Background: an optimization exercise with open tools, aiming at small area, a short achievable clock period and few clock cycles. Do not read the settings as production practice. RTL that was checked went through simulation tests only; none was proved equivalent to the original.

==> run a <==
==> flow/design.v <==
package flexka_pkg;
  typedef logic [16-1:0] word_t;
  typedef logic [$clog2(8):0] in_addr_t;
  typedef logic [$clog2(16)-1:0] out_addr_t;
  typedef logic [31:0] cycle_t;
  typedef enum logic [2:0] {
    NONE    = 3'd0,
    SIZE_A  = 3'd1,
    SIZE_B  = 3'd2,
    DATA_A  = 3'd3,
    DATA_B  = 3'd4,
    OUTADDR = 3'd5,
    START   = 3'd6
  } command_e;
  typedef enum logic [1:0] {
    IDLE, CLEAR, MULTIPLY, FLUSH
  } state_e;
endpackage
`timescale 1ns/100ps
module flexka (
  input  logic        clk,
  input  logic        rstn,
  input  logic        cmd_valid,
  input  logic [2:0]  cmd,
  input  logic [15:0] cmd_data,
  output logic [1:0]  flexka_state,
  output logic [15:0] out_data,
  output logic [31:0] elapsed_cycles
);
  localparam logic [2:0] C_SIZE_A = 3'd1, C_SIZE_B = 3'd2, C_DATA_A = 3'd3,
                         C_DATA_B = 3'd4, C_OUTADDR = 3'd5, C_START = 3'd6;
  localparam int AW = 51;
  function automatic logic [95:0] csa48(input logic [47:0] x, y, z);
    csa48 = {((x & y) | (x & z) | (y & z)) << 1, x ^ y ^ z};
  endfunction
  function automatic logic [2*AW-1:0] csaw(input logic [AW-1:0] x, y, z);
    csaw = {((x & y) | (x & z) | (y & z)) << 1, x ^ y ^ z};
  endfunction
  function automatic logic [33:0] triple(input logic [31:0] b);
    logic [33:0] x, y, g, p, cg, cp;
    x = {2'b0, b};
    y = {1'b0, b, 1'b0};
    g = x & y;
    p = x ^ y;
    cg = g;
    cp = p;
    for (int d = 1; d < 34; d = d * 2)
      for (int i = 33; i >= 0; i--)
        if ((i & d) != 0) begin
          cg[i] = cg[i] | (cp[i] & cg[(i & ~(d - 1)) - 1]);
          cp[i] = cp[i] & cp[(i & ~(d - 1)) - 1];
        end
    triple = p ^ {cg[32:0], 1'b0};
  endfunction
  logic [15:0] mem_a [8];
  logic [15:0] mem_b [8];
  logic [2:0]  ptr_a, ptr_b;
  logic start;
  assign start = cmd_valid && cmd == C_START && !flexka_state[0];
  always_ff @(posedge clk) begin
    if (!rstn) begin
      ptr_a <= '0;
      ptr_b <= '0;
    end else if (cmd_valid) begin
      case (cmd)
        C_SIZE_A: ptr_a <= '0;
        C_SIZE_B: ptr_b <= '0;
        C_DATA_A: ptr_a <= ptr_a + 3'd1;
        C_DATA_B: ptr_b <= ptr_b + 3'd1;
        default: ;
      endcase
    end
  end
  always_ff @(posedge clk) begin
    for (int k = 0; k < 8; k++) begin
      if (cmd_valid && cmd == C_DATA_A && ptr_a == 3'(k)) mem_a[k] <= cmd_data;
      if (cmd_valid && cmd == C_DATA_B && ptr_b == 3'(k)) mem_b[k] <= cmd_data;
    end
  end
  logic [2:0] nae1, nae2, d_n1;
  logic [1:0] nbc1;
  logic       na1z, nbh;
  assign d_n1 = cmd_data[2:0] - 3'd1;
  always_ff @(posedge clk) begin
    if (cmd_valid && cmd == C_SIZE_A) begin
      nae1 <= (d_n1 == 3'd0) ? 3'd1 : d_n1;
      nae2 <= (d_n1 == 3'd0) ? 3'd0 : d_n1 - 3'd1;
      na1z <= d_n1 == 3'd0;
    end
    if (cmd_valid && cmd == C_SIZE_B) begin
      nbc1 <= d_n1[2:1];
      nbh  <= !d_n1[0];    
    end
  end
  logic        eng, lastcol, load, l_ce, l_last;
  logic [3:0]  lk, klast, k2;
  logic [2:0]  li, si, nsi;
  logic [1:0]  lc, sc, nsc;
  logic [15:0] a_w;
  logic [31:0] b_w;
  assign klast  = 4'(nae1) + {1'b0, nbc1, 1'b0};
  assign load   = start || eng;
  assign l_ce   = (lc == 2'd0) || (li >= nae2);
  assign l_last = l_ce && lastcol;    
  assign k2  = lk + 4'd2;
  assign nsc = (k2[3:1] > {1'b0, nbc1}) ? nbc1 : k2[2:1];
  assign nsi = 3'(k2 - {1'b0, nsc, 1'b0});
  always_ff @(posedge clk) begin
    if (!rstn) eng <= 1'b0;
    else eng <= load && !l_last;
    if (load && !l_last) begin
      if (!l_ce) begin
        li <= li + 3'd2;
        lc <= lc - 2'd1;
      end else begin
        lk <= lk + 4'd1;
        li <= si;
        lc <= sc;
        si <= nsi;
        sc <= nsc;
        lastcol <= lk + 4'd1 == klast;
      end
    end else begin
      lk <= '0;
      li <= '0;
      lc <= '0;
      si <= 3'd1;
      sc <= 2'd0;
      lastcol <= 1'b0;
    end
  end
  assign b_w = {(lc == nbc1 && nbh) ? 16'd0 : mem_b[{lc, 1'b1}], mem_b[{lc, 1'b0}]};
  logic        p_v, p_first, p_ce, p_last;
  logic [2:0]  li_p;
  logic [31:0] b_pre;
  always_ff @(posedge clk) begin
    if (!rstn) p_v <= 1'b0;
    else p_v <= load;
    p_first <= start;
    p_ce    <= l_ce;
    p_last  <= l_last;
    li_p    <= li;
    b_pre   <= b_w;
  end
  assign a_w = (na1z && li_p[0]) ? 16'd0 : mem_a[li_p];
  logic        a_v, a_first, a_ce, a_last;
  logic [7:0]  s1, s2, s3;    
  logic [31:0] opb;
  logic [33:0] opb3;
  always_ff @(posedge clk) begin
    if (!rstn) a_v <= 1'b0;
    else a_v <= p_v;
    a_first <= p_first;
    a_ce    <= p_ce;
    a_last  <= p_last;
    for (int k = 0; k < 8; k++) begin
      s1[k] <= p_v && a_w[2*k+1 -: 2] == 2'd1;
      s2[k] <= p_v && a_w[2*k+1 -: 2] == 2'd2;
      s3[k] <= p_v && a_w[2*k+1 -: 2] == 2'd3;
    end
    opb  <= b_pre;
    opb3 <= triple(b_pre);
  end
  logic [47:0] pp [8];
  logic [47:0] l1 [6];
  logic [47:0] l2 [4];
  logic [47:0] l3 [3];
  always_comb begin
    for (int k = 0; k < 8; k++)
      pp[k] = ((s1[k] ? 48'(opb) : 48'd0) | (s2[k] ? 48'({opb, 1'b0}) : 48'd0) |
               (s3[k] ? 48'(opb3) : 48'd0)) << (2 * k);
    for (int g = 0; g < 2; g++) {l1[2*g+1], l1[2*g]} = csa48(pp[3*g], pp[3*g+1], pp[3*g+2]);
    l1[4] = pp[6];
    l1[5] = pp[7];
    for (int g = 0; g < 2; g++) {l2[2*g+1], l2[2*g]} = csa48(l1[3*g], l1[3*g+1], l1[3*g+2]);
    {l3[1], l3[0]} = csa48(l2[0], l2[1], l2[2]);
    l3[2] = l2[3];
  end
  logic [47:0]   br [3];
  logic          b_first, b_ce, b_last, pend;
  logic [AW-1:0] acc_s, acc_c;
  always_ff @(posedge clk) begin
    if (!rstn) begin
      b_ce   <= 1'b0;
      b_last <= 1'b0;
    end else begin
      b_ce   <= a_v && a_ce && !a_last;
      b_last <= a_v && a_last;
    end
    b_first <= a_first;
    for (int k = 0; k < 3; k++) br[k] <= l3[k];
  end
  logic [AW-1:0] x_s, x_c, t1s, t1c, t2s, t2c, t3s, t3c;
  always_comb begin
    x_s = b_first ? '0 : pend ? AW'(acc_s[AW-1:16]) : acc_s;
    x_c = b_first ? '0 : pend ? AW'(acc_c[AW-1:16]) : acc_c;
    {t1c, t1s} = csaw(AW'(br[0]), AW'(br[1]), AW'(br[2]));
    {t2c, t2s} = csaw(t1s, t1c, x_s);
    {t3c, t3s} = csaw(t2s, t2c, x_c);
  end
  always_ff @(posedge clk) begin
    acc_s <= t3s;
    acc_c <= t3c;
    pend  <= b_ce;
  end
  logic        c_v;
  logic [3:0]  wk;
  logic        cout_r;
  logic [15:0] mem_p [13];
  logic [16:0] wsum;
  assign c_v  = pend;
  assign wsum = 17'(acc_s[15:0]) + 17'(acc_c[15:0]) + 17'(cout_r);
  always_ff @(posedge clk) begin
    if (start) begin
      wk     <= '0;
      cout_r <= 1'b0;
    end else if (c_v) begin
      wk     <= wk + 4'd1;
      cout_r <= wsum[16];
    end
    for (int k = 0; k < 13; k++)
      if (c_v && wk == 4'(k)) mem_p[k] <= wsum[15:0];
  end
  logic       busy;
  logic [5:0] cnt;
  always_ff @(posedge clk) begin
    if (!rstn) begin
      busy <= 1'b0;
      cnt  <= '0;
    end else begin
      if (start) busy <= 1'b1;
      else if (b_last) busy <= 1'b0;
      if (start) cnt <= '0;
      else if (busy) cnt <= cnt + 6'd1;
    end
  end
  logic [3:0]  ra0, ra1;
  logic [4:0]  rd;
  logic [15:0] out_q;
  logic [47:0] top;
  assign top = acc_s[47:0] + acc_c[47:0] + 48'(cout_r);
  assign rd  = 5'(ra1) - 5'(wk);
  always_ff @(posedge clk) begin
    if (!rstn) begin
      ra0 <= '0;
      ra1 <= '0;
    end else begin
      if (cmd_valid && cmd == C_OUTADDR) ra0 <= cmd_data[3:0];
      ra1 <= ra0;
    end
    if (rd[4]) out_q <= mem_p[ra1];
    else if (rd == 5'd0) out_q <= top[15:0];
    else if (rd == 5'd1) out_q <= top[31:16];
    else if (rd == 5'd2) out_q <= top[47:32];
    else out_q <= '0;
  end
  assign flexka_state   = {1'b0, busy};
  assign out_data       = out_q;
  assign elapsed_cycles = {26'b0, cnt};
endmodule
==> flow/run.sh <==
#!/bin/bash
# synth_recipe.tcl (not shown) runs the flow's synth.tcl, then flattens the netlist and writes it again
# the make line also repeats each setting of config.mk as NAME=value (left out here)
make -C /OpenROAD-flow-scripts/flow DESIGN_CONFIG=/design/flow/config.mk WORK_HOME=/design/flow/orfs CLKGATE_MAP_FILE= SYNTH_SCRIPT=/design/flow/synth_recipe.tcl finish
==> flow/config.mk <==
export PLATFORM = sky130hd
export DESIGN_NAME = flexka
export DESIGN_NICKNAME = flexka
export VERILOG_FILES = /design/flow/design.v
export SDC_FILE = /design/flow/constraint.sdc
export NUM_CORES = 4
export LEC_CHECK = 0
export CAP_MARGIN = 20
export CORE_MARGIN = 2
export CORE_UTILIZATION = 40
export CTS_CLUSTER_DIAMETER = 90
export CTS_CLUSTER_SIZE = 24
export PLACE_DENSITY = 0.4
export SETUP_SLACK_MARGIN = 5
export SLEW_MARGIN = 20
==> flow/constraint.sdc <==
create_clock -name core_clock -period 8.0 [get_ports {clk}]
set_input_delay 1.6000 -clock core_clock [delete_from_list [all_inputs] [get_ports {clk}]]
set_output_delay 1.6000 -clock core_clock [all_outputs]
set_load 0.01 [all_outputs]
==> run b: changes against run a <==
==> flow/design.v, changed modules only <==
module flexka (
  input  logic        clk,
  input  logic        rstn,
  input  logic        cmd_valid,
  input  logic [2:0]  cmd,
  input  logic [15:0] cmd_data,
  output logic [1:0]  flexka_state,
  output logic [15:0] out_data,
  output logic [31:0] elapsed_cycles
);
  localparam logic [2:0] C_SIZE_A = 3'd1, C_SIZE_B = 3'd2, C_DATA_A = 3'd3,
                         C_DATA_B = 3'd4, C_OUTADDR = 3'd5, C_START = 3'd6;
  localparam int AW = 51;
  function automatic logic [95:0] csa48(input logic [47:0] x, y, z);
    csa48 = {((x & y) | (x & z) | (y & z)) << 1, x ^ y ^ z};
  endfunction
  function automatic logic [2*AW-1:0] csaw(input logic [AW-1:0] x, y, z);
    csaw = {((x & y) | (x & z) | (y & z)) << 1, x ^ y ^ z};
  endfunction
  logic [15:0] mem_a [8];
  logic [15:0] mem_b [8];
  logic [2:0]  ptr_a, ptr_b;
  logic start;
  assign start = cmd_valid && cmd == C_START && !flexka_state[0];
  always_ff @(posedge clk) begin
    if (!rstn) begin
      ptr_a <= '0;
      ptr_b <= '0;
    end else if (cmd_valid) begin
      case (cmd)
        C_SIZE_A: ptr_a <= '0;
        C_SIZE_B: ptr_b <= '0;
        C_DATA_A: ptr_a <= ptr_a + 3'd1;
        C_DATA_B: ptr_b <= ptr_b + 3'd1;
        default: ;
      endcase
    end
  end
  always_ff @(posedge clk) begin
    for (int k = 0; k < 8; k++) begin
      if (cmd_valid && cmd == C_DATA_A && ptr_a == 3'(k)) mem_a[k] <= cmd_data;
      if (cmd_valid && cmd == C_DATA_B && ptr_b == 3'(k)) mem_b[k] <= cmd_data;
    end
  end
  logic [2:0] nae1, nae2, d_n1;
  logic [1:0] nbc1;
  logic       na1z, nbh;
  assign d_n1 = cmd_data[2:0] - 3'd1;
  always_ff @(posedge clk) begin
    if (cmd_valid && cmd == C_SIZE_A) begin
      nae1 <= (d_n1 == 3'd0) ? 3'd1 : d_n1;
      nae2 <= (d_n1 == 3'd0) ? 3'd0 : d_n1 - 3'd1;
      na1z <= d_n1 == 3'd0;
    end
    if (cmd_valid && cmd == C_SIZE_B) begin
      nbc1 <= d_n1[2:1];
      nbh  <= !d_n1[0];    
    end
  end
  logic        act, a_first;
  logic [3:0]  ck, klast, k2;
  logic [2:0]  ci, si, ni, nsi;
  logic [1:0]  cc, sc, nc, nsc;
  logic [3:0]  nk;
  logic [15:0] opa0, opa1;   
  logic [31:0] opb;
  logic        ce, last, adv, run_next, lastcol;
  assign klast = 4'(nae1) + {1'b0, nbc1, 1'b0};
  assign ce    = (cc == 2'd0) || (ci >= nae2);
  assign last  = ce && lastcol;    
  assign adv   = act && !last;
  assign run_next = start || adv;
  assign k2  = ck + 4'd2;
  assign nsc = (k2[3:1] > {1'b0, nbc1}) ? nbc1 : k2[2:1];
  assign nsi = 3'(k2 - {1'b0, nsc, 1'b0});
  always_comb begin
    nk = '0; ni = '0; nc = '0;
    if (adv) begin
      if (!ce) begin
        nk = ck; ni = ci + 3'd2; nc = cc - 2'd1;
      end else begin
        nk = ck + 4'd1; ni = si; nc = sc;
      end
    end
  end
  always_ff @(posedge clk) begin
    if (!rstn) act <= 1'b0;
    else act <= run_next;
    a_first <= start;
    ck <= nk;
    ci <= ni;
    cc <= nc;
    if (!adv) begin
      si <= 3'd1;
      sc <= 2'd0;
      lastcol <= 1'b0;
    end else if (ce) begin
      si <= nsi;
      sc <= nsc;
      lastcol <= ck + 4'd1 == klast;
    end
    opa0 <= (!run_next || (na1z && ni[0])) ? 16'd0 : mem_a[ni];
    opa1 <= (!run_next || (na1z && ni[0])) ? 16'd0 : mem_a[ni];
    opb  <= {(nc == nbc1 && nbh) ? 16'd0 : mem_b[{nc, 1'b1}], mem_b[{nc, 1'b0}]};
  end
  logic [47:0] pp [16];
  logic [47:0] l1 [11];
  logic [47:0] l2 [8];
  logic [47:0] l3 [6];
  logic [47:0] l4 [4];
  always_comb begin
    for (int k = 0; k < 16; k++)
      pp[k] = {16'd0, (opa1[k] ? opb[31:16] : 16'd0), (opa0[k] ? opb[15:0] : 16'd0)} << k;
    for (int g = 0; g < 5; g++) {l1[2*g+1], l1[2*g]} = csa48(pp[3*g], pp[3*g+1], pp[3*g+2]);
    l1[10] = pp[15];
    for (int g = 0; g < 3; g++) {l2[2*g+1], l2[2*g]} = csa48(l1[3*g], l1[3*g+1], l1[3*g+2]);
    l2[6] = l1[9];
    l2[7] = l1[10];
    for (int g = 0; g < 2; g++) {l3[2*g+1], l3[2*g]} = csa48(l2[3*g], l2[3*g+1], l2[3*g+2]);
    l3[4] = l2[6];
    l3[5] = l2[7];
    for (int g = 0; g < 2; g++) {l4[2*g+1], l4[2*g]} = csa48(l3[3*g], l3[3*g+1], l3[3*g+2]);
  end
  logic [47:0]   br [4];
  logic          b_first, b_ce, b_last, pend;
  logic [AW-1:0] acc_s, acc_c;
  always_ff @(posedge clk) begin
    if (!rstn) begin
      b_ce   <= 1'b0;
      b_last <= 1'b0;
    end else begin
      b_ce   <= act && ce && !last;
      b_last <= act && last;
    end
    b_first <= a_first;
    for (int k = 0; k < 4; k++) br[k] <= l4[k];
  end
  logic [AW-1:0] x_s, x_c, t1s, t1c, t2s, t2c, t3s, t3c, t4s, t4c;
  always_comb begin
    x_s = b_first ? '0 : pend ? AW'(acc_s[AW-1:16]) : acc_s;
    x_c = b_first ? '0 : pend ? AW'(acc_c[AW-1:16]) : acc_c;
    {t1c, t1s} = csaw(AW'(br[0]), AW'(br[1]), AW'(br[2]));
    {t2c, t2s} = csaw(AW'(br[3]), x_s, x_c);
    {t3c, t3s} = csaw(t1s, t1c, t2s);
    {t4c, t4s} = csaw(t2c, t3s, t3c);
  end
  always_ff @(posedge clk) begin
    acc_s <= t4s;
    acc_c <= t4c;
    pend  <= b_ce;
  end
  logic        c_v;
  logic [3:0]  wk;
  logic        cout_r;
  logic [15:0] mem_p [13];
  logic [16:0] wsum;
  assign c_v  = pend;
  assign wsum = 17'(acc_s[15:0]) + 17'(acc_c[15:0]) + 17'(cout_r);
  always_ff @(posedge clk) begin
    if (start) begin
      wk     <= '0;
      cout_r <= 1'b0;
    end else if (c_v) begin
      wk     <= wk + 4'd1;
      cout_r <= wsum[16];
    end
    for (int k = 0; k < 13; k++)
      if (c_v && wk == 4'(k)) mem_p[k] <= wsum[15:0];
  end
  logic       busy;
  logic [5:0] cnt;
  always_ff @(posedge clk) begin
    if (!rstn) begin
      busy <= 1'b0;
      cnt  <= '0;
    end else begin
      if (start) busy <= 1'b1;
      else if (b_last) busy <= 1'b0;
      if (start) cnt <= '0;
      else if (busy) cnt <= cnt + 6'd1;
    end
  end
  logic [3:0]  ra0, ra1;
  logic [4:0]  rd;
  logic [15:0] out_q;
  logic [47:0] top;
  assign top = acc_s[47:0] + acc_c[47:0] + 48'(cout_r);
  assign rd  = 5'(ra1) - 5'(wk);
  always_ff @(posedge clk) begin
    if (!rstn) begin
      ra0 <= '0;
      ra1 <= '0;
    end else begin
      if (cmd_valid && cmd == C_OUTADDR) ra0 <= cmd_data[3:0];
      ra1 <= ra0;
    end
    if (rd[4]) out_q <= mem_p[ra1];
    else if (rd == 5'd0) out_q <= top[15:0];
    else if (rd == 5'd1) out_q <= top[31:16];
    else if (rd == 5'd2) out_q <= top[47:32];
    else out_q <= '0;
  end
  assign flexka_state   = {1'b0, busy};
  assign out_data       = out_q;
  assign elapsed_cycles = {26'b0, cnt};
endmodule
Settings changed: CTS_CLUSTER_DIAMETER 90 to 80, CTS_CLUSTER_SIZE 24 to 20, PLACE_DENSITY 0.4 to default.
==> run c: changes against run a <==
--- a/flow/design.v
+++ b/flow/design.v
@@ -240,3 +240,3 @@
   logic [47:0] top;
-  assign top = acc_s[47:0] + acc_c[47:0] + 48'(cout_r);
+  assign top = {acc_s[47:16] + acc_c[47:16] + 32'(wsum[16]), wsum[15:0]};
   assign rd  = 5'(ra1) - 5'(wk);
Settings changed: PLACE_DENSITY 0.4 to 0.45.
==> results.txt <==
quantity	run b	run c	run a
Outcome	finished clean	finished clean	finished clean
Post-cts sizing count	206	64	81
Max layer used	met4	met4	met5
Sw frac	35.15%	32.11%	33.16%
Count of clock buffers in the final design	83	73	71
TritonCTS sink count	836	891	891
Detailed Route Iter0 Violations	2609	4387	4551
Clk tree area frac	3.290%	3.463%	3.224%
Number of multi-input logic gates	2434	1972	2034
Met2 demand-to-capacity share in global routing	34.21%	35.92%	37.45%
Wl on met1	53.16 mm	57.84 mm	60.24 mm
Critical Path Slowest Stage Cell	fa_1	fa_2	and3_2
Endpoint required time on the critical path	8640 ps	8500 ps	8280 ps
Testbench counts of run a, summed over its fixed seeds: cycles 10,206.
Testbench counts of run b, summed over its fixed seeds: cycles 10,014.
The RTL of run c was laid out without a check of its function.

## port drivers added, routing unchanged
No port has a modelled driver above. Below, the same layouts with a new extraction and two added sets of constraints. Step 1 (the two cells are an assumption about what drives the block):
set clk [get_ports {clk}]
set_driving_cell -lib_cell sky130_fd_sc_hd__clkbuf_16 $clk
set_driving_cell -lib_cell sky130_fd_sc_hd__buf_2 [delete_from_list [all_inputs] $clk]
Step 2 adds t to the input delays and takes it off the output delays; t is the mean of the earliest and latest rising clock arrival at the registers after step 1. Input paths then give back, and output paths get back, about the clock's delay inside the block. a / b / c = ideal / step 1 / step 2; a / b = the first two.
run	shift t [ns]	setup WS [ns]	worst setup path at the end	worst register clock-pin slew, ns	worst slew at a driven data input, ns
run a	0.720	4.977 / 4.998 / 4.308	input to register	0.10 / 0.10	0.04
run b	0.757	4.910 / 4.910 / 4.324	input to register	0.09 / 0.09	0.05
run c	0.724	3.848 / 3.848 / 3.848	register to register	0.10 / 0.10	0.03
After both steps every run listed still meets setup and hold. The setup slack of run a, which loses most, moves by +0.021 ns with the drivers and by -0.669 ns with both steps.
